This is an optimization exercise on Yosys and OpenROAD, whose aim is small area, not a production implementation.
In this exercise RTL edits were held to simulation tests only and were not proved equivalent to the original.
Power and IR drop assume default switching activity.

$ cat flow/constraint.sdc
create_clock -name core_clock -period 5.0 [get_ports {clk}]
set_input_delay 1.0000 -clock core_clock [delete_from_list [all_inputs] [get_ports {clk}]]
set_output_delay 1.0000 -clock core_clock [all_outputs]
set_load 0.01 [all_outputs]
$ cat flow/run.sh
#!/bin/bash
# synth_recipe.tcl (not shown) runs the flow's synth.tcl, then flattens the netlist and writes it again
# the make line also repeats each setting of config.mk as NAME=value (left out here)
make -C /OpenROAD-flow-scripts/flow DESIGN_CONFIG=/design/flow/config.mk WORK_HOME=/design/flow/orfs CLKGATE_MAP_FILE= SYNTH_SCRIPT=/design/flow/synth_recipe.tcl finish
$ cat flow/config.mk
export PLATFORM = sky130hd
export DESIGN_NAME = mul_stage_reg
export DESIGN_NICKNAME = mul_stage_reg
export VERILOG_FILES = /design/flow/design.v
export SDC_FILE = /design/flow/constraint.sdc
export NUM_CORES = 4
export LEC_CHECK = 0
export CAP_MARGIN = 20
export CORE_MARGIN = 2
export CORE_UTILIZATION = 40
export SLEW_MARGIN = 20
$ cat flow/design.v
package mul_pkg;
    localparam int DEF_NUM_PP = 13;
    localparam int DEF_PP_W   = 26;
    localparam int DEF_OP_W   = 32;
    localparam int PP_BUS_W   = DEF_NUM_PP * DEF_PP_W;
    typedef enum logic [1:0] {
        EMPTY = 2'd0,
        ONE   = 2'd1,
        FULL  = 2'd2
    } state_t;
endpackage
module mul_entry_reg #(
    parameter int W = 8
) (
    input  logic         clk,
    input  logic         rst,
    input  logic         ld_i,
    input  logic [W-1:0] d_i,
    output logic [W-1:0] q_o
);
    logic [W-1:0] data_q;
    always_ff @(posedge clk) begin
        if (rst) data_q <= '0;
        else if (ld_i) data_q <= d_i;
    end
    assign q_o = data_q;
endmodule
module mul_stage_reg #(
    parameter int NUM_PP = mul_pkg::DEF_NUM_PP,
    parameter int PP_W   = mul_pkg::DEF_PP_W,
    parameter int OP_W   = mul_pkg::DEF_OP_W
) (
    input  logic                   clk,
    input  logic                   rst,
    input  logic                   flush,
    input  logic                   in_valid,
    output logic                   in_ready,
    input  logic [NUM_PP*PP_W-1:0] in_pp,
    input  logic [OP_W-1:0]        in_a,
    input  logic [OP_W-1:0]        in_b,
    output logic                   out_valid,
    input  logic                   out_ready,
    output logic [NUM_PP*PP_W-1:0] out_pp,
    output logic [OP_W-1:0]        out_a,
    output logic [OP_W-1:0]        out_b,
    output logic [1:0]             occupancy
);
    localparam int EW = NUM_PP * PP_W + 2 * OP_W;
    mul_pkg::state_t          state_q, state_d;
    logic            in_xfer, main_ld_d, skid_ld_d;
    logic [EW-1:0]   in_e, main_d, main_q, skid_q;
    assign in_e = {in_pp, in_a, in_b};
    always_comb begin
        state_d   = state_q;
        main_ld_d = 1'b0;
        skid_ld_d = 1'b0;
        main_d    = in_e;
        in_xfer   = in_valid & ~state_q[1];
        case (state_q)
            mul_pkg::EMPTY: begin
                main_ld_d = in_xfer;
                state_d   = in_xfer ? mul_pkg::ONE : mul_pkg::EMPTY;
            end
            mul_pkg::ONE: begin
                main_ld_d = in_xfer & out_ready;
                skid_ld_d = in_xfer & ~out_ready;
                state_d   = (in_xfer & ~out_ready) ? mul_pkg::FULL :
                            (~in_xfer & out_ready) ? mul_pkg::EMPTY : mul_pkg::ONE;
            end
            mul_pkg::FULL: begin
                main_ld_d = out_ready;
                main_d    = skid_q;
                state_d   = out_ready ? mul_pkg::ONE : mul_pkg::FULL;
            end
            default: state_d = mul_pkg::EMPTY;
        endcase
        if (flush) begin
            state_d   = mul_pkg::EMPTY;
            main_ld_d = 1'b0;
            skid_ld_d = 1'b0;
        end
    end
    always_ff @(posedge clk) begin
        if (rst) state_q <= mul_pkg::EMPTY;
        else state_q <= state_d;
    end
    mul_entry_reg #(.W(EW)) u_main (
        .clk  (clk),
        .rst  (rst),
        .ld_i (main_ld_d),
        .d_i  (main_d),
        .q_o  (main_q)
    );
    mul_entry_reg #(.W(EW)) u_skid (
        .clk  (clk),
        .rst  (rst),
        .ld_i (skid_ld_d),
        .d_i  (in_e),
        .q_o  (skid_q)
    );
    assign in_ready  = ~state_q[1];
    assign out_valid = |state_q;
    assign occupancy = state_q;
    assign {out_pp, out_a, out_b} = main_q;
endmodule
==> impl_metrics.json, run 1 <==
{
  "outcome": "no timing/DRC/antenna violations",
  "drt_iter0_drc": 1757,
  "areaGrowthSynthToFinish_pct": 33.31,
  "period_share": 0.6393,
  "fin_hold_ws_ps": 451.4,
  "cts_resized": 0,
  "worst-setup-path-type": "input pin to flip-flop",
  "synth_edf_count": 0,
  "synth-xor-area-share": 0,
  "power_switching_mw": 4.137,
  "grt_pass1_vias": 28990,
  "ant_nets": 0,
  "synth_top_family_by_area": "compound AO/OA/AOI/OAI gates",
  "totalWireLength_um": 123200,
  "gp_congestion": 0.8340,
  "crit_chain": "clkdlybuf4s50_1, nor2b_1, ha_1, mux2_8, a21o_4, buf_12, a211oi_2",
  "tightest_slew_ps": 1142,
  "netlist.area_leader.share": 0.4571,
  "numCtsBuffers": 93,
  "synth-seq-cells": 806,
  "grt_use_total": 0.2583,
  "max-slew-margin-rel": 0.2387,
  "synthMuxAreaShare": 0.1147,
  "dr_total_vias": 29800,
  "die_h_um": 301.1,
  "io_pins": 813,
  "cts_setup_buffers": 0,
  "cts_root_buf": "clkbuf_16",
  "clock-sinks": 806,
  "hpwl_um": 77930,
  "min_period_ps": 3197,
  "drive_gt1_frac": 0.1398,
  "total_power_mw": 15.98,
  "hold_violations": 0,
  "finalMaxSlewViolations": 0,
  "drt_pass1_iterations": 5,
  "powerDensity_mw_per_mm2": 339.6,
  "internal_power_mw": 11.84,
  "syn_inst": 3644,
  "antenna_found_initial": 50,
  "hp-class": "flip-flop to flip-flop",
  "core_region_area_mm2": 0.08716,
  "p_comb_frac": 0.143,
  "switching_share": 0.2589,
  "worst-path-buf-inv": 2,
  "worst_ep_arrival_time_ps": 3700,
  "cts_buffer_depth": 3,
  "clock_skew_ps": 23.31,
  "clk_pin_slew_ps": 60,
  "peakVddDrop_mv": 0.2708,
  "fin_nets": 4619,
  "power_leakage_nw": 17.93,
  "synth_area_mm2": 0.03530,
  "rows": 108,
  "synth_area_leader_cell": "dfxtp_1",
  "layout_commonest_cell": "clkdlybuf4s50_1",
  "fill_cells": 7916,
  "clkLatencyLatePin_ps": 650,
  "synthTopCellsByArea": "dfxtp_1 (46%), a211oi_2 (13%), mux2i_1 (11%)",
  "seqPwrFrac": 0.429,
  "drv_cap": 0,
  "synth_area_per_cell_um2": 9.686,
  "grt_pass1_wl_um": 183300,
  "syn_nets": 4053,
  "synthSimpleGateAreaFrac": 0.08766,
  "fp.dieW_um": 301.1,
  "finalSetupTns_ps": 0,
  "async_reset_ff_frac": 0,
  "yosysWarnings": 2,
  "cts_max_level": 3,
  "cp_slowest_cell": "clkdlybuf4s50_1",
  "drcViolationCount": 0,
  "initial_utilization": 0.4050,
  "wire_per_inst_um": 22.56,
  "clockPowerShare": 0.428,
  "max_stage_delay_ps": 530,
  "portBuffers": 812,
  "end_kind": "flip-flop",
  "via_per_inst": 5.458,
  "layout_common_cells": "clkdlybuf4s50_1 (811), dfxtp_1 (806), nand2_1 (805)",
  "synth.distinct_cells": 25,
  "cp_max_fo": 82,
  "cts_tree": "built",
  "grt_overflow_total": 0,
  "ys.flop_type": "dfxtp_1",
  "synth_seq_area_share": 0.4571,
  "crit_family": "buffers and inverters",
  "fmax_mhz": 312.8,
  "final_util": 0.5399,
  "synth-compound-area-share": 0.2825,
  "cp_data_required_time_ps": 5500,
  "startpoint_type": "input pin",
  "rsz0062_at_grt": "no",
  "synthAdderAreaFrac": 0.0007089,
  "die_area_mm2": 0.09064,
  "cts_hold_buffers": 0,
  "grt_max_degree": 190,
  "setup_viol": 0
}
[per-stage QoR]
stage	cell area, um^2	cells	setup slack [ps]
6_report	47060	5460	1803
5_1_grt	47050	5456	1678
4_1_cts	46990	5433	1833
3_5_place_dp	43930	5270	1158
3_3_place_gp	43930	5270	1225
2_1_floorplan	35300	3644	2505
[registers in the layout (all words and copies together), names as in the netlist]
name and flops:
state_q 2, u_main.data_q 402, u_skid.data_q 402
[per-layer routing]
layer,global-route usage,part of all wire,vias up
met1,0.3220,0.41,14340
li1,-,-,14330
met5,0,0.0022,-
met2,0.4028,0.46,854
met4,0.1156,0.037,44
met3,0.08847,0.083,234
[logic make-up after synthesis]
logic type / count (synthesis)
multiplexers: 404
flip-flops: 806
buffers and inverters: 408
AO/OA/AOI/OAI: 1209
AND/OR/NAND/NOR: 815
adder cells (fa/ha/maj): 2
[final cells by class]
type,instances,area (um^2),area share
Inverter,2,7.507,0.0001595
Timing Repair Buffer,877,9121,0.1938
Clock inverter,31,360.3,0.007658
Multi-Input combinational cell,2430,17220,0.3660
Sequential cell,806,16140,0.3429
Clock buffer,132,2698,0.05733
Antenna cell,27,67.56,0.001436
Tap cell,1155,1445,0.03071
[power groups by stage]
stage	logic, mW	clock network, mW	registers, mW
after global placement	2.27	0	6.99
final	2.28	6.84	6.85
after global routing	2.42	7.28	6.88
after floorplan	1.01	0	7.08
after detailed placement	2.29	0	6.99
after CTS	2.29	7.01	6.85
[path summary, 6_finish.rpt]
kind	end	start	depth (start not counted)	slack [ps]
max reg2reg	u_main.data_q[386]	state_q[1]	7	2130
max	u_main.data_q[61]	in_valid	7	1800
min	u_skid.data_q[374]	u_skid.data_q[374]	2	450
min reg2reg	u_skid.data_q[374]	u_skid.data_q[374]	2	450
[cell usage after synthesis (17+ instances only)]
cell,count
buf_2,120
clkbuf_1,223
a21oi_1,402
a211oi_1,424
buf_1,17
nand2_1,805
buf_6,44
mux2i_1,402
a211oi_2,380
dfxtp_1,806
[tightest hold or removal path, stage by stage (launching register included)]
cell and delay, ps:
dfxtp_1 300, nand2_1 50, a21oi_1 50
==> inputs of run 2 (changes only) <==
==> flow/design.v (replaced) <==
package mul_pkg;
    localparam int DEF_NUM_PP = 13;
    localparam int DEF_PP_W   = 26;
    localparam int DEF_OP_W   = 32;
    localparam int PP_BUS_W   = DEF_NUM_PP * DEF_PP_W;
endpackage
module mul_entry_reg #(
    parameter int W    = 8,
    parameter int NSRC = 1
) (
    input  logic         clk,
    input  logic         s_a,
    input  logic         s_b,
    input  logic         s_h,
    input  logic [W-1:0] a_i,
    input  logic [W-1:0] b_i,
    output logic [W-1:0] q_o
);
    for (genvar i = 0; i < W; i++) begin : g_bit
        mul_entry_bit #(.NSRC(NSRC)) u_bit (
            .clk (clk),
            .s_a (s_a),
            .s_b (s_b),
            .s_h (s_h),
            .a_i (a_i[i]),
            .b_i (b_i[i]),
            .q_o (q_o[i])
        );
    end
endmodule
module mul_entry_bit #(
    parameter int NSRC = 1
) (
    input  logic clk,
    input  logic s_a,
    input  logic s_b,
    input  logic s_h,
    input  logic a_i,
    input  logic b_i,
    output logic q_o
);
    logic data_q;
    if (NSRC == 2) begin : g_two
        always_ff @(posedge clk) data_q <= (a_i & s_a) | (b_i & s_b) | (data_q & s_h);
    end else begin : g_one
        always_ff @(posedge clk) data_q <= (a_i & s_a) | (data_q & s_h);
    end
    assign q_o = data_q;
endmodule
module mul_stage_reg #(
    parameter int NUM_PP = mul_pkg::DEF_NUM_PP,
    parameter int PP_W   = mul_pkg::DEF_PP_W,
    parameter int OP_W   = mul_pkg::DEF_OP_W
) (
    input  logic                   clk,
    input  logic                   rst,
    input  logic                   flush,
    input  logic                   in_valid,
    output logic                   in_ready,
    input  logic [NUM_PP*PP_W-1:0] in_pp,
    input  logic [OP_W-1:0]        in_a,
    input  logic [OP_W-1:0]        in_b,
    output logic                   out_valid,
    input  logic                   out_ready,
    output logic [NUM_PP*PP_W-1:0] out_pp,
    output logic [OP_W-1:0]        out_a,
    output logic [OP_W-1:0]        out_b,
    output logic [1:0]             occupancy
);
    localparam int EW = NUM_PP * PP_W + 2 * OP_W;
    logic [1:0]    occ_q, occ_d;
    logic          full_q, nfull_q;
    logic          empty, in_xfer, out_xfer;
    logic          m_in, m_sk, m_hold;
    logic [EW-1:0] in_e, main_q, skid_q;
    assign in_e     = {in_pp, in_a, in_b};
    assign nfull_q  = ~full_q;
    assign empty    = ~(occ_q[1] | occ_q[0]);
    assign in_xfer  = in_valid & nfull_q;
    assign out_xfer = ~empty & out_ready;
    always_comb begin
        occ_d = occ_q;
        if (flush)                    occ_d = 2'd0;
        else if (in_xfer & ~out_xfer) occ_d = occ_q + 2'd1;
        else if (~in_xfer & out_xfer) occ_d = occ_q - 2'd1;
    end
    always_ff @(posedge clk) begin
        if (rst) begin
            occ_q   <= 2'd0;
            full_q  <= 1'b0;
        end else begin
            occ_q   <= occ_d;
            full_q  <= occ_d[1];
        end
    end
    assign m_hold = ~empty & ~out_ready;
    assign m_sk   = full_q & out_ready;
    assign m_in   = nfull_q & (empty | out_ready);
    mul_entry_reg #(.W(EW), .NSRC(2)) u_main (
        .clk (clk),
        .s_a (m_in),
        .s_b (m_sk),
        .s_h (m_hold),
        .a_i (in_e),
        .b_i (skid_q),
        .q_o (main_q)
    );
    mul_entry_reg #(.W(EW), .NSRC(1)) u_skid (
        .clk (clk),
        .s_a (nfull_q),
        .s_b (1'b0),
        .s_h (full_q),
        .a_i (in_e),
        .b_i ('0),
        .q_o (skid_q)
    );
    assign in_ready  = nfull_q;
    assign out_valid = ~empty;
    assign occupancy = occ_q;
    assign {out_pp, out_a, out_b} = main_q;
endmodule
--- a/flow/config.mk
+++ b/flow/config.mk
@@ -9,3 +9,4 @@
 export CORE_MARGIN = 2
 export CORE_UTILIZATION = 40
 export SLEW_MARGIN = 20
+export SYNTH_HIERARCHICAL = 1
==> run 2 against run 1 <==
Effect of this change:
- still clean
- register-to-register slack worse by 350 ps
- clock power is 4.7% lower
- global-route usage is 3.0 points higher
- via count is 23% lower
- flip-flop and latch count stayed put
- maximum frequency is 12% lower
- setup slack worse by 450 ps
- critical endpoint is now in_ready
- highest routed layer unchanged
==> impl_metrics.json, run 2 <==
{
  "core_region_area_mm2": 0.06285,
  "cts_buffer_depth": 3,
  "fp.dieW_um": 255.5,
  "layout_common_cells": "clkdlybuf4s50_1 (812), dfxtp_1 (805), inv_1 (403)",
  "end_kind": "output port",
  "drt-met1-wl_um": 37600,
  "die_area_mm2": 0.06526,
  "drcViolationCount": 0,
  "cts_hold_buffers": 0,
  "antenna_found_initial": 37,
  "portBuffers": 812,
  "totalWireLength_um": 99520,
  "cts_root_buf": "clkbuf_16",
  "fmax_mhz": 274.0,
  "grt_max_degree": 163,
  "met3_length_um": 8799,
  "drt_iter0_drc": 3457,
  "grt_pass1_wl_um": 145900,
  "numCtsBuffers": 85,
  "wire_per_inst_um": 25.58,
  "cts_setup_buffers": 0,
  "powerDensity_mw_per_mm2": 457.5,
  "drive_gt1_frac": 0.05500,
  "finalMaxSlewViolations": 0,
  "grt_overflow_total": 0,
  "yosysWarnings": 9,
  "grt_use_total": 0.2888,
  "holdCritStartpoint": "u_skid.g_bit[123].u_bit.data_q",
  "ant_nets": 0,
  "synth_area_mm2": 0.02529,
  "dr_wl_met2_um": 48720,
  "largestRegisters": "u_main.g_bit.u_bit.data_q x402, u_skid.g_bit.u_bit.data_q x402, occ_q x2",
  "fin_nets": 3365,
  "rsz0062_at_grt": "no",
  "period_share": 0.7301,
  "cts_max_level": 3,
  "gp_congestion": 0.8583,
  "clock-sinks": 806,
  "initial_utilization": 0.4025,
  "final_cell_area_mm2": 0.03779,
  "hold_end": "u_main.g_bit[123].u_bit.data_q",
  "areaGrowthSynthToFinish_pct": 49.40,
  "startpoint": "occ_q[1]",
  "io_pins": 813,
  "hold_depth": 2,
  "synth_area_per_cell_um2": 12.47,
  "dr.max_layer_used": "met5",
  "hpwl_um": 66750,
  "clk_pin_slew_ps": 60,
  "rrSetupSlack_ps": 1780,
  "worst_ep_arrival_time_ps": 2650,
  "power_leakage_nw": 15.98,
  "rr_startpoint": "occ_q[1]",
  "r2r_cells": 4,
  "via_per_inst": 5.883,
  "dr_total_vias": 22890,
  "tightest_slew_ps": 984.0,
  "min_period_ps": 3650,
  "worst-setup-path-type": "flip-flop to output port",
  "cp_data_required_time_ps": 4000,
  "reg2reg_to": "u_skid.g_bit[279].u_bit.data_q",
  "hold_violations": 0,
  "startpoint_type": "flip-flop",
  "syn_inst": 2028,
  "outcome": "no timing/DRC/antenna violations",
  "setup_viol": 0,
  "clock_skew_ps": 15.66,
  "cts_resized": 0,
  "cts_tree": "built",
  "peakVddDrop_mv": 0.3153,
  "syn_nets": 2436,
  "rows": 92,
  "grt_pass1_vias": 22200,
  "clkLatencyLatePin_ps": 610,
  "drt_pass1_iterations": 12,
  "dpl_cell_area_mm2": 0.03484,
  "drv_cap": 0,
  "die_h_um": 255.5,
  "layout_commonest_cell": "clkdlybuf4s50_1",
  "max-slew-margin-rel": 0.3440,
  "finalSetupTns_ps": 0,
  "hp-class": "flip-flop to flip-flop",
  "cp_max_fo": 96
}
[run 2: per-stage QoR]
| step | hold slack (ps) | total power, mW | instances | utilization | setup WS [ps] |
|---|---|---|---|---|---|
| global route | 472.7 | 17.93 | 3888 | 0.6012 | 1262 |
| global placement | 442.4 | 10.79 | 3716 | 0.5543 | 1655 |
| detailed placement | 450.3 | 10.87 | 3716 | 0.5543 | 1628 |
| finish | 458.5 | 17.29 | 3891 | 0.6013 | 1350 |
| CTS | 457.6 | 17.40 | 3864 | 0.6002 | 1367 |
| floorplan | 437.3 | 9.267 | 2028 | - | -22040 |
[run 2: worst max-delay path, cell delays in order (launching register included)]
cell and delay [ps]:
dfxtp_4 890, inv_8 390, clkdlybuf4s50_1 610
[run 2: per-layer routing]
layer,global-route usage,vias up
li1,-,10130
met1,0.3389,11480
met2,0.4755,1082
met3,0.09216,184
met4,0.1441,18
met5,0,-
[run 2: layout make-up]
type | instances | area, um^2
Sequential cell | 806 | 16140
Tap cell | 846 | 1059
Multi-Input combinational cell | 817 | 7656
Inverter | 404 | 1524
Clock inverter | 22 | 337.8
Fill cell | 5161 | 25060
Clock buffer | 126 | 2546
Antenna cell | 27 | 67.56
Timing Repair Buffer | 843 | 8461
[run 2: worst max-delay path by stage]
stage | end | slack (ps) | depth (start not counted)
floorplan | u_main.g_bit[0].u_bit.data_q | -22040 | 4
global placement | u_main.g_bit[216].u_bit.data_q | 1650 | 6
detailed placement | u_main.g_bit[329].u_bit.data_q | 1630 | 6
CTS | in_ready | 1370 | 2
global route | in_ready | 1260 | 2
finish | in_ready | 1350 | 2
[run 2: report_power, final]
part / switching [mW] / total, mW / internal [mW]
Clock: 2.55 / 6.52 / 3.97
Sequential: 0.460 / 7.70 / 7.24
Combinational: 1.42 / 3.06 / 1.65
==> inputs of run 3 (changes only) <==
==> flow/flow/run.sh (new file) <==
#!/bin/bash
# The standard layout, with the port buffers that buffer_ports inserts made
# the smallest buffer (sky130_fd_sc_hd__buf_1) instead of the tool's pick.
set -euo pipefail
bash standard.sh "BUFFER_PORTS_ARGS=-buffer_cell sky130_fd_sc_hd__buf_1" finish > standard_make.log 2>&1
==> flow/standard.sh (new file) <==
#!/bin/bash
# synth_recipe.tcl (not shown) runs the flow's synth.tcl, then flattens the netlist and writes it again
# the make line also repeats each setting of config.mk as NAME=value (left out here)
make -C /OpenROAD-flow-scripts/flow DESIGN_CONFIG=/design/flow/config.mk WORK_HOME=/design/flow/orfs CLKGATE_MAP_FILE= SYNTH_SCRIPT=/design/flow/synth_recipe.tcl "${@:-finish}"
removed: flow/run.sh
==> run 3 against run 2 <==
Effect of this change:
- register-to-register slack gained 340 ps
- critical path depth stayed put
- die area unchanged
- largest power group unchanged
- synthesized area stayed put
- flip-flop and latch count unchanged
- cell count fell by 0.28%
- first-iteration DRC count shrank 3.2%
- routed wire length fell by 11%
- combinational power is 27% lower
- clock skew up 5.4 ps
==> impl_metrics.json, run 3 <==
{
  "rsz0062_at_grt": "no",
  "grt_pass1_wl_um": 133400,
  "end_kind": "output port",
  "syn_inst": 2028,
  "via_per_inst": 5.880,
  "worst-setup-path-type": "flip-flop to output port",
  "multi_input_area_mm2": 0.007656,
  "fin_hold_ws_ps": 451.8,
  "grt_overflow_total": 0,
  "dr_total_vias": 22820,
  "layout_commonest_cell": "buf_1",
  "yosysWarnings": 9,
  "drcViolationCount": 0,
  "synth_area_per_cell_um2": 12.47,
  "finalSetupTns_ps": 0,
  "r2r_cells": 5,
  "cp_slowest_cell": "inv_8",
  "cp_max_fo": 108,
  "power_leakage_nw": 13.72,
  "initial_utilization": 0.4025,
  "portBuffers": 812,
  "cts_root_buf": "clkbuf_16",
  "antenna_found_initial": 22,
  "die_area_mm2": 0.06526,
  "grt_pass1_vias": 22060,
  "peakVddDrop_mv": 0.2806,
  "max_stage_delay_ps": 500,
  "min_period_ps": 2935,
  "drt_pass1_iterations": 14,
  "grt_max_degree": 204,
  "hold_violations": 0,
  "wire_per_inst_um": 22.94,
  "setup_viol": 0,
  "fmax_mhz": 340.7,
  "clkLatencyLatePin_ps": 620,
  "totalWireLength_um": 89000,
  "powerDensity_mw_per_mm2": 496.7,
  "ant_nets": 0,
  "numCtsBuffers": 83,
  "rr_startpoint": "occ_q[1]",
  "fin_nets": 3359,
  "die_h_um": 255.5,
  "rows": 92,
  "cts_resized": 0,
  "finalMaxSlewViolations": 0,
  "grt_use_total": 0.2553,
  "clock-sinks": 806,
  "cts_max_level": 3,
  "core_region_area_mm2": 0.06285,
  "endpoint": "in_ready",
  "period_share": 0.5871,
  "crit_chain": "inv_8, buf_1",
  "cts_hold_buffers": 0,
  "io_pins": 813,
  "cts_tree": "built",
  "total_power_mw": 16.21,
  "clock_skew_ps": 21.05,
  "drt_iter0_drc": 3345,
  "reg2reg_to": "u_main.g_bit[346].u_bit.data_q",
  "drv_cap": 0,
  "seq_area_mm2": 0.01614,
  "hp-class": "flip-flop to flip-flop",
  "largestRegisters": "u_main.g_bit.u_bit.data_q x402, u_skid.g_bit.u_bit.data_q x402, occ_q x2",
  "cts_buffer_depth": 3,
  "drive_gt1_frac": 0.05380,
  "final_util": 0.5191,
  "fin_cells": 3880,
  "startpoint_type": "flip-flop",
  "placed_cells": 3712,
  "startpoint": "occ_q[1]",
  "clk_pin_slew_ps": 60,
  "tightest_slew_ps": 1291,
  "gp_congestion": 0.8810,
  "hpwl_um": 58370,
  "synth_area_mm2": 0.02529,
  "rrSetupSlack_ps": 2120,
  "cp_data_required_time_ps": 4000,
  "areaGrowthSynthToFinish_pct": 28.98,
  "max-slew-margin-rel": 0.1394,
  "worst_ep_arrival_time_ps": 1940,
  "fp.dieW_um": 255.5,
  "fill_cells": 5738,
  "layout_common_cells": "buf_1 (812), dfxtp_1 (805), inv_1 (403)",
  "outcome": "no timing/DRC/antenna violations",
  "cts_setup_buffers": 0,
  "syn_nets": 2436
}
run 3: cell types whose count changed in the layout (fill, tap and decap cells not counted), moves of 3 or more:
cell / previous run / this run
clkbuf_1: 19 / 16
bufinv_16: 9 / 6
buf_1: 0 / 812
buf_4: 23 / 15
clkinv_8: 0 / 4
buf_12: 8 / 12
clkdlybuf4s50_1: 812 / 0
clkbuf_16: 89 / 85
diode_2: 27 / 23
run 3: per-layer routing:
layer	vias up	GRT usage	part of all wire
met4	4	0.1296	0.041
met1	11380	0.3018	0.38
met3	201	0.07341	0.087
li1	10130	-	-
met2	1101	0.4229	0.49
met5	-	0	0.00029
run 3: power breakdown:
part | internal, mW | switching [mW]
sequential | 7.24 | 0.456
clock | 3.73 | 2.54
combinational | 0.886 | 1.35
run 3: worst min-delay path by stage:
| stage | startpoint | end | slack [ps] | cells past startpoint |
|---|---|---|---|---|
| 6_report | u_skid.g_bit[258].u_bit.data_q | u_main.g_bit[258].u_bit.data_q | 450 | 2 |
| 5_1_grt | u_skid.g_bit[127].u_bit.data_q | u_main.g_bit[127].u_bit.data_q | 470 | 2 |
| 4_1_cts | u_skid.g_bit[258].u_bit.data_q | u_main.g_bit[258].u_bit.data_q | 460 | 2 |
| 3_5_place_dp | u_skid.g_bit[134].u_bit.data_q | u_main.g_bit[134].u_bit.data_q | 450 | 2 |
| 3_3_place_gp | u_skid.g_bit[170].u_bit.data_q | u_main.g_bit[170].u_bit.data_q | 440 | 2 |
| 2_1_floorplan | u_skid.g_bit[0].u_bit.data_q | u_main.g_bit[0].u_bit.data_q | 440 | 2 |
run 3: layout make-up:
| cell class | count | area share |
|---|---|---|
| Clock buffer | 121 | 0.07547 |
| Sequential cell | 806 | 0.4947 |
| Inverter | 404 | 0.04671 |
| Clock inverter | 24 | 0.01001 |
| Tap cell | 846 | 0.03245 |
| Multi-Input combinational cell | 817 | 0.2347 |
| Antenna cell | 23 | 0.001764 |
| Timing Repair Buffer | 839 | 0.1042 |
run 3: per-stage QoR:
stage                     worst slack (ps)  cell area (um^2)
after floorplan                     -22040             25300
after detailed placement              2091             29780
after global routing                  1948             32620
after CTS                             2021             32570
final                                 2065             32630
after global placement                2200             29780
run 3: critical path: cells and delay by family (launching register included):
family                 cells  cell delay (ps)
flip-flops                 1              490
buffers and inverters      2              720
==> inputs of run 4 (changes only) <==
==> flow/flow/run.sh (replaced) <==
#!/bin/bash
# The standard layout with two changes:
#  - buffer_ports inserts the smallest buffer (sky130_fd_sc_hd__buf_1) on
#    every input and output port instead of the tool's pick;
#  - clock tree synthesis clusters more flip-flops per leaf buffer, uses
#    smaller clock buffers and adds no dummy loads.
set -euo pipefail
bash standard.sh \
  "BUFFER_PORTS_ARGS=-buffer_cell sky130_fd_sc_hd__buf_1" \
  "CTS_ARGS=-sink_clustering_enable -repair_clock_nets -dont_use_dummy_load -buf_list sky130_fd_sc_hd__clkbuf_8 -sink_clustering_size 16 -sink_clustering_max_diameter 70" \
  finish > standard_make.log 2>&1
==> run 4 against run 3 <==
Effect of this change:
- design area down 6.2%
- combinational power about the same
- via count down 2.0%
- synthesized area unchanged
- non-clock buffer count unchanged
- register-to-register slack worse by 20 ps
- clock-buffer cell count down 64
- setup slack worse by 64 ps
- sequential power about the same
- critical path type unchanged
- largest power group unchanged
==> impl_metrics.json, run 4 <==
{
  "outcome": "no timing/DRC/antenna violations",
  "dr_total_vias": 22360,
  "portBuffers": 812,
  "fmax_mhz": 333.4,
  "clock-sinks": 806,
  "yosysWarnings": 9,
  "hold_violations": 0,
  "r2r_cells": 5,
  "drt_iter0_drc": 3441,
  "power_leakage_nw": 12.76,
  "totalWireLength_um": 87650,
  "hp-class": "flip-flop to flip-flop",
  "grt_max_degree": 204,
  "startpoint_type": "flip-flop",
  "io_pins": 813,
  "layout_common_cells": "buf_1 (812), dfxtp_1 (805), inv_1 (403)",
  "rrSetupSlack_ps": 2100,
  "rsz0062_at_grt": "no",
  "core_region_area_mm2": 0.06285,
  "finalSetupTns_ps": 0,
  "reg2reg_to": "u_main.g_bit[346].u_bit.data_q",
  "initial_utilization": 0.4025,
  "cts_max_level": 2,
  "synth_area_per_cell_um2": 12.47,
  "max-slew-margin-rel": 0.1304,
  "cts_tree": "built",
  "drt_pass1_iterations": 13,
  "final_util": 0.4870,
  "cts_root_buf": "clkbuf_8",
  "fin_hold_ws_ps": 437.9,
  "die_area_mm2": 0.06526,
  "gp_congestion": 0.8810,
  "drv_cap": 0,
  "cp_data_required_time_ps": 4000,
  "clk_pin_slew_ps": 100,
  "hpwl_um": 58370,
  "end_kind": "output port",
  "rr_startpoint": "occ_q[1]",
  "peakVddDrop_mv": 0.2335,
  "finalMaxSlewViolations": 0,
  "grt_pass1_vias": 21610,
  "tightest_slew_ps": 1304,
  "antenna_found_initial": 18,
  "placed_cells": 3712,
  "period_share": 0.5999,
  "syn_nets": 2436,
  "fin_nets": 3333,
  "via_per_inst": 5.904,
  "grt_pass1_wl_um": 131400,
  "grt_overflow_total": 0,
  "drcViolationCount": 0,
  "cts_resized": 0,
  "cts_hold_buffers": 0,
  "areaGrowthSynthToFinish_pct": 21.01,
  "drive_gt1_frac": 0.03079,
  "startpoint": "occ_q[1]",
  "total_power_mw": 12.91,
  "min_period_ps": 3000,
  "rows": 92,
  "synth_area_mm2": 0.02529,
  "wire_per_inst_um": 23.15,
  "setup_viol": 0,
  "numCtsBuffers": 57,
  "powerDensity_mw_per_mm2": 421.7,
  "endpoint": "in_ready",
  "largestRegisters": "u_main.g_bit.u_bit.data_q x402, u_skid.g_bit.u_bit.data_q x402, occ_q x2",
  "worst-setup-path-type": "flip-flop to output port",
  "fp.dieW_um": 255.5,
  "cts_buffer_depth": 3,
  "cts_setup_buffers": 0,
  "fin_cells": 3787,
  "grt_use_total": 0.2507,
  "clock_skew_ps": 34.20,
  "clkLatencyLatePin_ps": 670,
  "ant_nets": 0,
  "cp_max_fo": 108,
  "layout_commonest_cell": "buf_1",
  "syn_inst": 2028,
  "die_h_um": 255.5,
  "worst_ep_arrival_time_ps": 2000
}
## run 4: final cells by class
class                   instances  area (um^2)
inverters                     404         1524
multi-input cells             817         7656
diodes                         18        45.04
clock buffers                  57        784.5
repair buffers                839         3401
fillers                      5943        32240
flip-flops and latches        806        16140
well taps                     846         1059
## run 4: metal layers
| layer | track usage | routed length, um | vias to the layer above |
|---|---|---|---|
| met5 | 0 | 26 | - |
| met4 | 0.1085 | 3569 | 4 |
| met3 | 0.06786 | 7126 | 185 |
| met2 | 0.4203 | 42880 | 1034 |
| met1 | 0.3024 | 34050 | 11160 |
| li1 | - | - | 9979 |
## run 4: power by group
| part | switching, mW | internal, mW | leakage (nW) |
|---|---|---|---|
| clock | 1.97 | 1.02 | 0.410 |
| sequential | 0.453 | 7.23 | 6.80 |
| combinational | 1.35 | 0.887 | 5.55 |
| total | 3.77 | 9.14 | 12.8 |
## run 4: worst min path at each step
stage | from | to | cells past startpoint
finish | u_skid.g_bit[388].u_bit.data_q | u_main.g_bit[388].u_bit.data_q | 2
global route | u_skid.g_bit[277].u_bit.data_q | u_main.g_bit[277].u_bit.data_q | 2
CTS | u_skid.g_bit[388].u_bit.data_q | u_main.g_bit[388].u_bit.data_q | 2
detailed placement | u_skid.g_bit[134].u_bit.data_q | u_main.g_bit[134].u_bit.data_q | 2
global placement | u_skid.g_bit[170].u_bit.data_q | u_main.g_bit[170].u_bit.data_q | 2
floorplan | u_skid.g_bit[0].u_bit.data_q | u_main.g_bit[0].u_bit.data_q | 2
## run 4: worst max-delay path: stages, from the launching register on
cell	delay, ps
dfxtp_4	500
inv_8	480
buf_1	220
## run 4: metrics by stage
step           cell area, um^2  setup WS, ps
2_1_floorplan            25300        -22040
3_3_place_gp             29780          2200
3_5_place_dp             29780          2091
4_1_cts                  30560          1923
5_1_grt                  30600          1859
6_report                 30610          2000
==> inputs of run 5 (changes only) <==
--- a/flow/config.mk
+++ b/flow/config.mk
@@ -8,5 +8,6 @@
 export CAP_MARGIN = 20
 export CORE_MARGIN = 2
 export CORE_UTILIZATION = 40
+export GPL_TIMING_DRIVEN = 0
 export SLEW_MARGIN = 20
 export SYNTH_HIERARCHICAL = 1
==> run 5 against run 4 <==
Effect of this change:
- still clean on timing, DRC and antenna
- global-route usage rose by 0.31 points
- clock skew increased by 17 ps
- critical path depth up 3
- register-to-register slack got worse by 320 ps
- synthesized area unchanged
- highest routed layer unchanged
==> impl_metrics.json, run 5 <==
{
  "worst-path-buf-inv": 5,
  "max_stage_delay_ps": 450,
  "grt_max_degree": 125,
  "syn_inst": 2028,
  "io_pins": 813,
  "synth_area_mm2": 0.02529,
  "min_period_ps": 3986,
  "finalMaxSlewViolations": 0,
  "crit_path_frequent_cell": "buf_16",
  "cts_max_level": 2,
  "power_leakage_nw": 13.17,
  "cts_buffer_depth": 3,
  "grt_use_total": 0.2539,
  "worst_ep_arrival_time_ps": 2990,
  "die_area_mm2": 0.06526,
  "drt_iter0_drc": 3190,
  "grt_pass1_wl_um": 133100,
  "rr_startpoint": "occ_q[1]",
  "cp_slowest_cell": "dfxtp_4",
  "startpoint": "occ_q[1]",
  "grt_pass1_vias": 22330,
  "r2r_cells": 10,
  "hpwl_um": 62340,
  "tightest_slew_ps": 720.6,
  "die_h_um": 255.5,
  "rrSetupSlack_ps": 1780,
  "syn_nets": 2436,
  "period_share": 0.7972,
  "cp_data_required_time_ps": 4000,
  "clkLatencyLatePin_ps": 680,
  "clk_pin_slew_ps": 100,
  "core_region_area_mm2": 0.06285,
  "worst-setup-path-type": "flip-flop to output port",
  "fp.dieW_um": 255.5,
  "drcViolationCount": 0,
  "initial_utilization": 0.4025,
  "dr_total_vias": 22420,
  "portBuffers": 812,
  "layout_commonest_cell": "buf_1",
  "rsz0062_at_grt": "no",
  "clock-sinks": 806,
  "end_kind": "output port",
  "drv_cap": 0,
  "cts_tree": "built",
  "fmax_mhz": 250.9,
  "rows": 92,
  "cts_hold_buffers": 0,
  "total_power_mw": 13.05,
  "fill_cells": 5870,
  "fin_nets": 3357,
  "gp_congestion": 0.8634,
  "finalSetupTns_ps": 0,
  "drive_gt1_frac": 0.03868,
  "hp-class": "flip-flop to flip-flop",
  "holdCritStartpoint": "u_skid.g_bit[354].u_bit.data_q",
  "cts_setup_buffers": 0,
  "yosysWarnings": 9,
  "peakVddDrop_mv": 0.2586,
  "hold_violations": 0,
  "startpoint_type": "flip-flop",
  "synth_area_per_cell_um2": 12.47,
  "ant_nets": 0,
  "max-slew-margin-rel": 0.5185,
  "largestRegisters": "u_main.g_bit.u_bit.data_q x402, u_skid.g_bit.u_bit.data_q x402, occ_q x2",
  "powerDensity_mw_per_mm2": 413.3,
  "numCtsBuffers": 57,
  "areaGrowthSynthToFinish_pct": 24.79,
  "totalWireLength_um": 87770,
  "crit_chain": "buf_16, inv_8, buf_16, buf_16, buf_1",
  "cp_max_fo": 124,
  "outcome": "no timing/DRC/antenna violations",
  "antenna_found_initial": 24,
  "grt_overflow_total": 0,
  "via_per_inst": 5.879,
  "reg2reg_to": "u_main.g_bit[46].u_bit.data_q",
  "cts_resized": 0,
  "endpoint": "in_ready",
  "path_depth": 5,
  "layout_common_cells": "buf_1 (812), dfxtp_1 (805), inv_1 (403)",
  "cts_root_buf": "clkbuf_8",
  "drt_pass1_iterations": 12,
  "clock_skew_ps": 51.11,
  "crit_family": "buffers and inverters",
  "wire_per_inst_um": 23.01,
  "setup_viol": 0
}
## run 5: cell count changes in the layout (fill, tap and decap cells not counted)
cell     before  now
buf_16        0   39
diode_2      18   21
buf_12       12   11
buf_4        15    1
## run 5: worst min path at each step
stage	cells after the start	endpoint	slack, ps
after detailed placement	2	u_main.g_bit[131].u_bit.data_q	450
after CTS	2	u_main.g_bit[354].u_bit.data_q	430
after global placement	2	u_main.g_bit[248].u_bit.data_q	450
final	2	u_main.g_bit[354].u_bit.data_q	430
after global routing	2	u_main.g_bit[354].u_bit.data_q	480
after floorplan	2	u_main.g_bit[0].u_bit.data_q	440
## run 5: layer usage
layer | GRT usage | part of all wire
met3 | 0.07292 | 0.086
met5 | 0 | 0.00099
met1 | 0.2904 | 0.37
met2 | 0.4302 | 0.49
met4 | 0.1334 | 0.051
## run 5: area by class of cell
class	count	area (um^2)	area share
clock buffer	57	784.5	0.02485
buffer	1	7.507	0.0002378
sequential	806	16140	0.5113
antenna	21	52.55	0.001665
multi-input combinational	817	7656	0.2426
tap	846	1059	0.03354
inverter	404	1524	0.04828
timing repair buffer	862	4342	0.1376
## run 5: power by group
group	switching [mW]	internal, mW
clock network	1.96	1.02
logic	1.38	1.01
registers	0.448	7.23
total	3.79	9.26
## run 5: through the flow
step                      cell area, um^2    util  setup slack [ps]  instances  hold slack (ps)
final                               31560  0.5022              1014       3814            429.8
after global routing                31550  0.5020             851.7       3809            480.5
after CTS                           31510  0.5014             956.9       3793            433.5
after detailed placement            30730  0.4889              1624       3736            451.2
after global placement              29400  0.4678            -62660       3686            445.3
after floorplan                     25300       -            -22040       2028            437.3
## run 5: worst min-delay path: cells and delay by family, from the launching register on
family	cells	cell delay, ps
DFF	1	340
buffers and inverters	1	50
AOI/OAI and AO/OA	1	70
==> inputs of run 6 (changes only) <==
--- a/flow/config.mk
+++ b/flow/config.mk
@@ -5,9 +5,8 @@
 export SDC_FILE = /design/flow/constraint.sdc
 export NUM_CORES = 4
 export LEC_CHECK = 0
-export CAP_MARGIN = 20
+export CAP_MARGIN = 10
 export CORE_MARGIN = 2
 export CORE_UTILIZATION = 40
-export GPL_TIMING_DRIVEN = 0
-export SLEW_MARGIN = 20
+export SLEW_MARGIN = 10
 export SYNTH_HIERARCHICAL = 1
==> run 6 against run 5 <==
Effect of this change:
- still clean on timing, DRC and antenna
- routed wire length down 0.13%
- register-to-register slack gained 320 ps
- critical path depth is 3 lower
- clock-buffer cell count did not move
- synthesized cell count stayed put
- design area down 3.0%
- critical endpoint unchanged
- largest cell class unchanged
==> impl_metrics.json, run 6 <==
{
  "outcome": "no timing/DRC/antenna violations",
  "peakVddDrop_mv": 0.2335,
  "worst_ep_arrival_time_ps": 2000,
  "max_stage_delay_ps": 500,
  "cts_setup_buffers": 0,
  "fin_hold_ws_ps": 437.9,
  "fill_cells": 5943,
  "gp_congestion": 0.8810,
  "crit_chain": "inv_8, buf_1",
  "rows": 92,
  "fmax_mhz": 333.4,
  "end_kind": "output port",
  "grt_max_degree": 204,
  "hp-class": "flip-flop to flip-flop",
  "rsz0062_at_grt": "no",
  "syn_inst": 2028,
  "clockPowerShare": 0.231,
  "dr_total_vias": 22360,
  "drcViolationCount": 0,
  "tightest_slew_ps": 1304,
  "wire_per_inst_um": 23.15,
  "cp_max_fo": 108,
  "cts_max_level": 2,
  "fin_nets": 3333,
  "cts_resized": 0,
  "seqPwrFrac": 0.595,
  "die_area_mm2": 0.06526,
  "portBuffers": 812,
  "areaGrowthSynthToFinish_pct": 21.01,
  "cp_slowest_cell": "dfxtp_4",
  "layout_commonest_cell": "buf_1",
  "internal_power_mw": 9.139,
  "syn_nets": 2436,
  "grt_use_total": 0.2507,
  "cts_hold_buffers": 0,
  "worst-setup-path-type": "flip-flop to output port",
  "clock_skew_ps": 34.20,
  "power_switching_mw": 3.769,
  "drive_gt1_frac": 0.03079,
  "grt_pass1_wl_um": 131400,
  "layout_common_cells": "buf_1 (812), dfxtp_1 (805), inv_1 (403)",
  "numCtsBuffers": 57,
  "setup_viol": 0,
  "drt_iter0_drc": 3441,
  "initial_utilization": 0.4025,
  "crit_family": "buffers and inverters",
  "worst-path-buf-inv": 2,
  "max-slew-margin-rel": 0.1304,
  "startpoint_type": "flip-flop",
  "p_comb_frac": 0.173,
  "r2r_cells": 5,
  "clock-sinks": 806,
  "power_leakage_nw": 12.76,
  "drt_pass1_iterations": 13,
  "hold_violations": 0,
  "yosysWarnings": 9,
  "finalSetupTns_ps": 0,
  "totalWireLength_um": 87650,
  "cts_tree": "built",
  "min_period_ps": 3000,
  "ant_nets": 0,
  "path_depth": 2,
  "cts_buffer_depth": 3,
  "drv_cap": 0,
  "finalMaxSlewViolations": 0,
  "powerDensity_mw_per_mm2": 421.7,
  "synth_area_mm2": 0.02529,
  "clkLatencyLatePin_ps": 670,
  "period_share": 0.5999,
  "antenna_found_initial": 18,
  "die_h_um": 255.5,
  "via_per_inst": 5.904,
  "hold_depth": 2,
  "hpwl_um": 58370,
  "io_pins": 813,
  "core_region_area_mm2": 0.06285,
  "cts_root_buf": "clkbuf_8",
  "cp_data_required_time_ps": 4000,
  "grt_pass1_vias": 21610,
  "synth_area_per_cell_um2": 12.47,
  "fp.dieW_um": 255.5,
  "grt_overflow_total": 0,
  "switching_share": 0.2920,
  "clk_pin_slew_ps": 100,
  "largestRegisters": "u_main.g_bit.u_bit.data_q x402, u_skid.g_bit.u_bit.data_q x402, occ_q x2"
}
==> run 6: layer usage <==
| layer | up-vias | track usage | wire, um |
|---|---|---|---|
| met5 | - | 0 | 26 |
| met2 | 1034 | 0.4203 | 42880 |
| li1 | 9979 | - | - |
| met4 | 4 | 0.1085 | 3569 |
| met3 | 185 | 0.06786 | 7126 |
| met1 | 11160 | 0.3024 | 34050 |
==> run 6: path summary, 6_finish.rpt <==
| path | slack [ps] | startpoint | to |
|---|---|---|---|
| max | 2000 | occ_q[1] | in_ready |
| min | 440 | u_skid.g_bit[388].u_bit.data_q | u_main.g_bit[388].u_bit.data_q |
| max reg2reg | 2100 | occ_q[1] | u_main.g_bit[346].u_bit.data_q |
| min reg2reg | 440 | u_skid.g_bit[388].u_bit.data_q | u_main.g_bit[388].u_bit.data_q |
==> run 6: metrics by stage <==
stage	cell area (um^2)	util	power, mW	cells	worst slack (ps)
after floorplan	25300	-	9.267	2028	-22040
after global placement	29780	0.4738	9.940	3712	2200
after detailed placement	29780	0.4738	10.03	3712	2091
after CTS	30560	0.4863	12.99	3769	1923
after global routing	30600	0.4869	13.49	3784	1859
final	30610	0.4870	12.91	3787	2000
==> run 6: worst min-delay path, stage by stage (launching register included) <==
cell and delay, ps:
dfxtp_1 330, a222oi_1 70, inv_1 50
==> run 6: power groups by stage <==
stage | combinational, mW | sequential, mW | clock (mW)
5_1_grt | 2.41 | 7.77 | 3.30
6_report | 2.24 | 7.69 | 2.99
4_1_cts | 2.23 | 7.67 | 3.08
3_5_place_dp | 2.23 | 7.81 | 0
2_1_floorplan | 1.28 | 7.99 | 0
3_3_place_gp | 2.17 | 7.77 | 0
==> run 6: cell type report <==
cell class                 instances  area (um^2)  area share
tap                              846         1059     0.03458
sequential                       806        16140      0.5273
timing repair buffer             839         3401      0.1111
clock buffer                      57        784.5     0.02563
antenna                           18        45.04    0.001472
multi-input combinational        817         7656      0.2501
inverter                         404         1524     0.04979
==> inputs of run 7 (changes only) <==
--- a/flow/flow/run.sh
+++ b/flow/flow/run.sh
@@ -7,5 +7,5 @@
 set -euo pipefail
 bash standard.sh \
   "BUFFER_PORTS_ARGS=-buffer_cell sky130_fd_sc_hd__buf_1" \
-  "CTS_ARGS=-sink_clustering_enable -repair_clock_nets -dont_use_dummy_load -buf_list sky130_fd_sc_hd__clkbuf_8 -sink_clustering_size 16 -sink_clustering_max_diameter 70" \
+  "CTS_ARGS=-sink_clustering_enable -repair_clock_nets -dont_use_dummy_load -buf_list sky130_fd_sc_hd__clkbuf_8 -sink_clustering_size 17 -sink_clustering_max_diameter 100" \
   finish > standard_make.log 2>&1
--- a/flow/config.mk
+++ b/flow/config.mk
@@ -5,8 +5,8 @@
 export SDC_FILE = /design/flow/constraint.sdc
 export NUM_CORES = 4
 export LEC_CHECK = 0
-export CAP_MARGIN = 10
+export CAP_MARGIN = 20
 export CORE_MARGIN = 2
 export CORE_UTILIZATION = 40
-export SLEW_MARGIN = 10
+export SLEW_MARGIN = 20
 export SYNTH_HIERARCHICAL = 1
==> run 7 against run 6 <==
Effect of this change:
- setup slack lost 16 ps
- synthesized cell count stayed put
- critical endpoint unchanged
- routed wire length hardly changed
- register-to-register slack is essentially flat
- combinational power barely moved
- critical path depth is the same
- worst hold slack gained 28 ps
- still clean
==> impl_metrics.json, run 7 <==
{
  "wire_per_inst_um": 23.17,
  "internal_power_mw": 9.070,
  "die_h_um": 255.5,
  "layout_common_cells": "buf_1 (812), dfxtp_1 (805), inv_1 (403)",
  "antenna_found_initial": 16,
  "seqPwrFrac": 0.599,
  "cp_max_fo": 108,
  "peakVddDrop_mv": 0.2959,
  "cts_hold_buffers": 0,
  "core_region_area_mm2": 0.06285,
  "cts_tree": "built",
  "grt_use_total": 0.2504,
  "fmax_mhz": 331.6,
  "syn_inst": 2028,
  "startpoint_type": "flip-flop",
  "yosysWarnings": 9,
  "drive_gt1_frac": 0.02946,
  "cts_buffer_depth": 3,
  "outcome": "no timing/DRC/antenna violations",
  "dr_total_vias": 22370,
  "gp_congestion": 0.8810,
  "die_area_mm2": 0.06526,
  "drt_iter0_drc": 3442,
  "finalMaxSlewViolations": 0,
  "rows": 92,
  "grt_use_met2": 0.4189,
  "numCtsBuffers": 53,
  "busiest_layer": "met2",
  "clock-sinks": 806,
  "cp_data_required_time_ps": 4000,
  "fin_nets": 3329,
  "drv_cap": 0,
  "rsz0062_at_grt": "no",
  "end_kind": "output port",
  "layout_commonest_cell": "buf_1",
  "cts_resized": 0,
  "p_comb_frac": 0.174,
  "cts_root_buf": "clkbuf_8",
  "tightest_slew_ps": 1275,
  "power_switching_mw": 3.753,
  "cts_max_level": 2,
  "cts_setup_buffers": 0,
  "min_period_ps": 3016,
  "drcViolationCount": 0,
  "io_pins": 813,
  "clockPowerShare": 0.226,
  "portBuffers": 812,
  "hold_depth": 2,
  "setup_viol": 0,
  "drt_pass1_iterations": 13,
  "clk_pin_slew_ps": 110,
  "max-slew-margin-rel": 0.1497,
  "hold_violations": 0,
  "hold_end": "u_main.g_bit[345].u_bit.data_q",
  "clock_skew_ps": 23.28,
  "r2r_cells": 5,
  "grt_pass1_wl_um": 131200,
  "largestRegisters": "u_main.g_bit.u_bit.data_q x402, u_skid.g_bit.u_bit.data_q x402, occ_q x2",
  "via_per_inst": 5.915,
  "finalSetupTns_ps": 0,
  "power_leakage_nw": 12.73,
  "hpwl_um": 58370,
  "met1_usage": 0.3027,
  "fp.dieW_um": 255.5,
  "worst_ep_arrival_time_ps": 2020,
  "clkLatencyLatePin_ps": 660,
  "areaGrowthSynthToFinish_pct": 20.78,
  "grt_use_met3": 0.06736,
  "initial_utilization": 0.4025,
  "hp-class": "flip-flop to flip-flop",
  "grt_max_degree": 204,
  "fin_hold_ws_ps": 465.9,
  "rr_startpoint": "occ_q[1]",
  "syn_nets": 2436,
  "rrSetupSlack_ps": 2090,
  "reg2reg_to": "u_main.g_bit[346].u_bit.data_q",
  "worst-setup-path-type": "flip-flop to output port",
  "totalWireLength_um": 87610,
  "grt_overflow_total": 0,
  "switching_share": 0.2927,
  "synth_area_mm2": 0.02529,
  "period_share": 0.6031,
  "synth_area_per_cell_um2": 12.47,
  "holdCritStartpoint": "u_skid.g_bit[345].u_bit.data_q",
  "powerDensity_mw_per_mm2": 419.7,
  "ant_nets": 0,
  "grt_pass1_vias": 21560
}
[run 7: cell count changes in the layout (fill, tap and decap cells not counted), sizes merged]
cell    change
clkbuf      -4
diode       -1
[run 7: area by class of cell]
cell class              count  area (um^2)
clock buffers              53        729.5
well taps                 846         1059
inverters                 404         1524
fillers                  5923        32300
repair buffers            839         3401
multi-input cells         817         7656
flip-flops and latches    806        16140
diodes                     17        42.54
[run 7: worst max-delay path by stage]
stage / slack, ps / endpoint / start / cells past startpoint
6_report: 1980 / in_ready / occ_q[1] / 2
5_1_grt: 1850 / in_ready / occ_q[1] / 2
4_1_cts: 1920 / in_ready / occ_q[1] / 2
3_5_place_dp: 2090 / u_main.g_bit[346].u_bit.data_q / out_ready / 6
3_3_place_gp: 2200 / u_main.g_bit[244].u_bit.data_q / out_ready / 6
2_1_floorplan: -22040 / u_main.g_bit[0].u_bit.data_q / occ_q[1] / 4
[run 7: per-layer routing]
metal,vias to the layer above,wire length (um)
li1,9955,-
met1,11140,33550
met2,1083,43040
met3,189,7529
met4,2,3484
met5,-,12
[run 7: power groups by stage]
stage	registers (mW)	logic [mW]	clock network (mW)
after floorplan	7.99	1.28	0
after global placement	7.77	2.17	0
after detailed placement	7.81	2.23	0
after CTS	7.67	2.23	3.00
after global routing	7.77	2.41	3.22
final	7.69	2.23	2.90
[run 7: critical path: stages (launching register included)]
cell	delay [ps]
dfxtp_4	500
inv_8	480
buf_1	220
[run 7: through the flow]
step	area, um^2	setup WS [ps]	power [mW]	instances	util
2_1_floorplan	25300	-22040	9.267	2028	-
5_1_grt	30540	1853	13.40	3779	0.4860
3_3_place_gp	29780	2200	9.940	3712	0.4738
6_report	30550	1984	12.82	3782	0.4861
3_5_place_dp	29780	2091	10.03	3712	0.4738
4_1_cts	30510	1921	12.90	3765	0.4854

separate check: timing with driven ports:
The results above use ideal ports. As a check the final layouts listed here were re-extracted and re-timed, cells and wires unchanged.
Step 1: set_driving_cell puts a clkbuf_16 on clk and a buf_2 on each other input, an assumption about the parent block.
Step 2 also shifts input and output timing later by t, the mid clock arrival at the registers, as if the neighbouring blocks saw the same clock.
Three values: ideal ports, drivers, drivers and shift; two values: the first two.
run	shift t [ns]	setup slack, ns	worst slew at a driven data input, ns	pins driven straight from the clock port
run 1	0.710	1.803 / 1.754 / 1.045	0.14	1
run 2	0.671	1.350 / 1.286 / 1.568	0.17	1
run 3	0.669	2.065 / 2.003 / 2.067	0.13	1
run 4	0.714	2.000 / 1.944 / 2.089	0.13	1
run 5	0.718	1.014 / 0.955 / 1.534	0.14	1
run 6	0.714	2.000 / 1.944 / 2.089	0.13	1
run 7	0.712	1.984 / 1.927 / 2.087	0.14	1
After both steps setup and hold are still met in every run listed. The setup slack of run 1, which loses most, moves by -0.049 ns with the drivers and by -0.758 ns with both steps.
